Source: an optimization exercise on an open RTL-to-GDS flow (aim: small area and a short achievable clock period). Production flows keep margins and buffers that such runs may drop.
RTL that was checked went through simulation tests only; none was proved equivalent to the original.
The flow treats the clock pin as an ideal source. Dropping or thinning the clock tree relies on that and would not hold on a real chip.
Power figures rest on the tool's default switching activity, not on a simulated workload.

## run a
==> module dma_write_regs, before the edit <==
module dma_write_regs (
    input  logic                              s_axi4l,
    input  logic                              rst,
    input  logic [8-1:0]   axi4l_awaddr,
    input  logic                              axi4l_awvalid,
    output logic                              axi4l_awready,
    input  dma_write_pkg::axi4l_data_t        axi4l_wdata,
    input  dma_write_pkg::axi4l_strb_t        axi4l_wstrb,
    input  logic                              axi4l_wvalid,
    output logic                              axi4l_wready,
    output dma_write_pkg::resp_t              axi4l_bresp,
    output logic                              axi4l_bvalid,
    input  logic                              axi4l_bready,
    input  logic [8-1:0]   axi4l_araddr,
    input  logic                              axi4l_arvalid,
    output logic                              axi4l_arready,
    output dma_write_pkg::axi4l_data_t        axi4l_rdata,
    output dma_write_pkg::resp_t              axi4l_rresp,
    output logic                              axi4l_rvalid,
    input  logic                              axi4l_rready,
    output dma_write_pkg::aw_req_t            req,
    output logic                              req_valid,
    input  logic                              req_ready,
    output dma_write_pkg::len_t               len,
    output logic                              len_valid,
    input  logic                              len_ready,
    input  dma_write_pkg::resp_t              m_bresp,
    input  logic                              m_bvalid,
    output logic                              m_bready
);
    dma_write_pkg::id_t          reg_awid;
    dma_write_pkg::addr_t        reg_awaddr;
    dma_write_pkg::len_t         reg_awlen;
    logic         aw_pending;
    logic         len_pending;
    logic         resp_error;
    dma_write_pkg::issue_cnt_t   issue_cnt;
    dma_write_pkg::issue_cnt_t   cnt_plus;
    dma_write_pkg::issue_cnt_t   cnt_minus;
    dma_write_pkg::issue_cnt_t   cnt_plus_inc;
    dma_write_pkg::issue_cnt_t   cnt_minus_dec;
    logic         cnt_is_one;
    logic         cnt_is_max;
    logic         bready_next;
    logic         bvalid_n;        
    dma_write_pkg::regadr_t      regadr_wr;
    dma_write_pkg::regadr_t      regadr_rd;
    logic         wr_en;
    logic         rd_en;
    logic         launch;
    logic         resp_accept;
    logic         bready_n;        
    logic         rvalid_n;        
    function automatic dma_write_pkg::axi4l_data_t write_mask(
        input dma_write_pkg::axi4l_data_t org,
        input dma_write_pkg::axi4l_data_t data,
        input dma_write_pkg::axi4l_strb_t strb
    );
        dma_write_pkg::axi4l_data_t result;
        for (int i = 0; i < 32; i++) begin
            result[i] = strb[i/8] ? data[i] : org[i];
        end
        write_mask = result;
    endfunction
    assign regadr_wr = (6)'(axi4l_awaddr >> 2);
    assign regadr_rd = (6)'(axi4l_araddr >> 2);
    assign axi4l_awready = axi4l_awvalid && axi4l_wvalid && (!axi4l_bvalid || axi4l_bready);
    assign axi4l_wready  = axi4l_awready;
    assign axi4l_bresp   = '0;
    assign wr_en  = axi4l_awvalid && axi4l_wvalid && (bvalid_n || axi4l_bready);
    assign launch = wr_en && (regadr_wr == 6'h11);
    always_ff @(posedge s_axi4l) begin
        if (rst) begin
            axi4l_bvalid <= 1'b0;
            bvalid_n     <= 1'b1;
        end else if (wr_en) begin
            axi4l_bvalid <= 1'b1;
            bvalid_n     <= 1'b0;
        end else if (axi4l_bready) begin
            axi4l_bvalid <= 1'b0;
            bvalid_n     <= 1'b1;
        end
    end
    assign resp_accept    = m_bvalid && !bready_n;
    assign cnt_is_one = (issue_cnt == (8)'(1));
    assign cnt_is_max = (issue_cnt == '1);
    always_comb begin
        logic ones;
        logic zeros;
        for (int i = 0; i < 8; i++) begin
            ones  = 1'b1;
            zeros = 1'b1;
            for (int j = 0; j < i; j++) begin
                ones  = ones & cnt_plus[j];
                zeros = zeros & !cnt_minus[j];
            end
            cnt_plus_inc[i]  = cnt_plus[i] ^ ones;
            cnt_minus_dec[i] = cnt_minus[i] ^ zeros;
        end
    end
    always_comb begin
        case ({launch, resp_accept})
            2'b10:   bready_next = !cnt_is_max;
            2'b01:   bready_next = !cnt_is_one;
            2'b11:   bready_next = 1'b1;
            default: bready_next = !bready_n;
        endcase
    end
    always_ff @(posedge s_axi4l) begin
        if (rst) begin
            reg_awid    <= '0;
            reg_awaddr  <= '0;
            reg_awlen   <= '0;
            aw_pending  <= 1'b0;
            len_pending <= 1'b0;
            resp_error  <= 1'b0;
            issue_cnt   <= '0;
            cnt_plus    <= (8)'(1);
            cnt_minus   <= '1;
            m_bready    <= 1'b0;
            bready_n    <= 1'b1;
        end else begin
            if (req_valid && req_ready) begin
                aw_pending <= 1'b0;
            end
            if (len_valid && len_ready) begin
                len_pending <= 1'b0;
            end
            if (wr_en) begin
                case (regadr_wr)
                    6'h08: begin
                        resp_error <= 1'b0;
                    end
                    6'h10: begin
                        reg_awid <= (4)'(write_mask((32)'(reg_awid),
                                                     axi4l_wdata, axi4l_wstrb));
                    end
                    6'h11: begin
                        reg_awaddr  <= (32)'(write_mask((32)'(reg_awaddr),
                                                          axi4l_wdata, axi4l_wstrb));
                        aw_pending  <= 1'b1;
                        len_pending <= 1'b1;
                    end
                    6'h12: begin
                        reg_awlen <= (8)'(write_mask((32)'(reg_awlen),
                                                       axi4l_wdata, axi4l_wstrb));
                    end
                    default: ;
                endcase
            end
            if (resp_accept && m_bresp != '0) begin
                resp_error <= 1'b1;
            end
            case ({launch, resp_accept})
                2'b10: begin
                    issue_cnt <= cnt_plus;
                    cnt_plus  <= cnt_plus_inc;
                    cnt_minus <= issue_cnt;
                end
                2'b01: begin
                    issue_cnt <= cnt_minus;
                    cnt_plus  <= issue_cnt;
                    cnt_minus <= cnt_minus_dec;
                end
                default: ;
            endcase
            m_bready  <= bready_next;
            bready_n  <= !bready_next;
        end
    end
    assign req       = {reg_awid, reg_awaddr, reg_awlen};
    assign req_valid = aw_pending;
    assign len       = reg_awlen;
    assign len_valid = len_pending;
    assign axi4l_arready = !axi4l_rvalid || axi4l_rready;
    assign axi4l_rresp   = '0;
    assign rd_en         = axi4l_arvalid && (rvalid_n || axi4l_rready);
    always_ff @(posedge s_axi4l) begin
        if (rd_en) begin
            case (regadr_rd)
                6'h00:   axi4l_rdata <= 32'hd3a0_0101;
                6'h08:    axi4l_rdata <= (32)'({resp_error, len_pending,
                                                                  aw_pending});
                6'h09: axi4l_rdata <= (32)'(issue_cnt);
                6'h10:      axi4l_rdata <= (32)'(reg_awid);
                6'h11:    axi4l_rdata <= (32)'(reg_awaddr);
                6'h12:     axi4l_rdata <= (32)'(reg_awlen);
                default:            axi4l_rdata <= '0;
            endcase
        end
    end
    always_ff @(posedge s_axi4l) begin
        if (rst) begin
            axi4l_rvalid <= 1'b0;
            rvalid_n     <= 1'b1;
        end else if (rd_en) begin
            axi4l_rvalid <= 1'b1;
            rvalid_n     <= 1'b0;
        end else if (axi4l_rready) begin
            axi4l_rvalid <= 1'b0;
            rvalid_n     <= 1'b1;
        end
    end
endmodule
export LEC_CHECK = 0
export CAP_MARGIN = 20
export CORE_MARGIN = 2
export CORE_UTILIZATION = 55
export SETUP_SLACK_MARGIN = 1.3
export SLEW_MARGIN = 20
create_clock -name core_clock -period 3.2 [get_ports {s_axi4l}]
standard.sh (not shown) runs the stock make flow with config.mk's settings and CLKGATE_MAP_FILE= SYNTH_SCRIPT=/design/flow/synth_recipe.tcl, a recipe that flattens the netlist after the stock synthesis.
==> flow/flow/run.sh <==
#!/bin/bash
# Own layout flow: the standard ORFS flow with these changes:
#  * plain buf_2 cells as the port buffers (buffer_ports would pick delay cells);
#  * a two-level clock tree (flow/manual_tree.tcl) in place of TritonCTS: the
#    clock port feeds 4 root clkbuf_16 beside it, each root feeds the leaf
#    clkbuf_16 of one quarter of the die, each leaf a balanced group of sinks;
#  * the clock port pinned to the middle of the left edge (flow/io.tcl).
# ORFS's scripts are copied into the work folder and cts.tcl is replaced by
# flow/cts.tcl, which differs only in calling manual_tree.tcl.
# Each tool's full output goes to a log file in this folder (make_flow.log,
# and ORFS's own per-step logs under orfs/logs).
set -euo pipefail
W=$(pwd)
rm -rf "$W/orfs_scripts"
cp -r "$FLOW_HOME/scripts" "$W/orfs_scripts"
cp "$W/flow/cts.tcl" "$W/flow/manual_tree.tcl" "$W/orfs_scripts/"
export MANUAL_CTS=1 MT_CLK_PORT=s_axi4l MT_ROOT_DEPTH=2 MT_LEAF_DEPTH=4
export MT_ROOT_BUF=sky130_fd_sc_hd__clkbuf_16 MT_LEAF_BUF=sky130_fd_sc_hd__clkbuf_16
export PRE_IO_PLACEMENT_TCL="$W/flow/io.tcl"
bash standard.sh "SCRIPTS_DIR=$W/orfs_scripts" \
  "BUFFER_PORTS_ARGS=-buffer_cell sky130_fd_sc_hd__buf_2" finish > make_flow.log 2>&1
Other scripts of this flow, unchanged in this note and not shown: flow/flow/cts.tcl, flow/flow/io.tcl, flow/flow/manual_tree.tcl
Changes in run b relative to run a:
--- a/flow/design.v
+++ b/flow/design.v
@@ -205,26 +205,14 @@
             bvalid_n     <= 1'b1;
         end
     end
     assign resp_accept    = m_bvalid && !bready_n;
     assign cnt_is_one = (issue_cnt == (8)'(1));
     assign cnt_is_max = (issue_cnt == '1);
-    always_comb begin
-        logic ones;
-        logic zeros;
-        for (int i = 0; i < 8; i++) begin
-            ones  = 1'b1;
-            zeros = 1'b1;
-            for (int j = 0; j < i; j++) begin
-                ones  = ones & cnt_plus[j];
-                zeros = zeros & !cnt_minus[j];
-            end
-            cnt_plus_inc[i]  = cnt_plus[i] ^ ones;
-            cnt_minus_dec[i] = cnt_minus[i] ^ zeros;
-        end
-    end
+    assign cnt_plus_inc  = cnt_plus + 1'b1;
+    assign cnt_minus_dec = cnt_minus - 1'b1;
     always_comb begin
         case ({launch, resp_accept})
             2'b10:   bready_next = !cnt_is_max;
             2'b01:   bready_next = !cnt_is_one;
             2'b11:   bready_next = 1'b1;
             default: bready_next = !bready_n;
### Flow results
Between run b and run a, the difference in fraction of the core area covered by cells at the end of the flow is negligible. [run b] synthesized cell count rose 1.9% relative to run a. Cmp run b vs run a: filler-free cell count of the finished design higher in run b. On clock-net power, run a tracks run b almost exactly. From run a to run b, sequential cell count did not move at all. Wire length in run b vs run a: up 4.5%. Comparing the two runs side by side, run b comes out behind run a on maximum frequency. Run b against run a: non-clock inverter count in the final layout climbed 40; maximum fanout encountered on the critical timing path climbed 5; global-route usage climbed 0.86 points; fraction of area in registers dropped 0.65 points; die area barely changed.
Function not checked in run b: the RTL went through the layout flow alone. No run of this note takes its clock network from TritonCTS; it comes from the design's own scripts or RTL.

## separate check: timing with driven ports
Ports are ideal in the flow. The routed layouts listed here were re-timed in OpenROAD. Step 1 assumes that a clkbuf_16 drives the clock port and a buf_2 every other input. Step 2 times the ports against the registers' clock, not the clock port: input delays grow and output delays shrink by t, the midpoint of the rising clock arrivals with the driver on. a / b / c = ideal ports / drivers / drivers and shift; a / b = the first two.
run | shift t [ns] | slack for setup (ns) | latest minus earliest clock arrival (ns) | slew at the worst register clock pin (ns) | cell pins on the clock port's net
run a | 0.579 | 1.303 / 1.251 / 0.809 | 0.056 / 0.055 | 0.11 / 0.11 | 4
run b | 0.582 | 0.884 / 0.896 / 0.314 | 0.044 / 0.044 | 0.11 / 0.11 | 4
After both steps every run listed still meets setup and hold. The setup slack of run b, which loses most, moves by +0.012 ns with the drivers and by -0.570 ns with both steps.
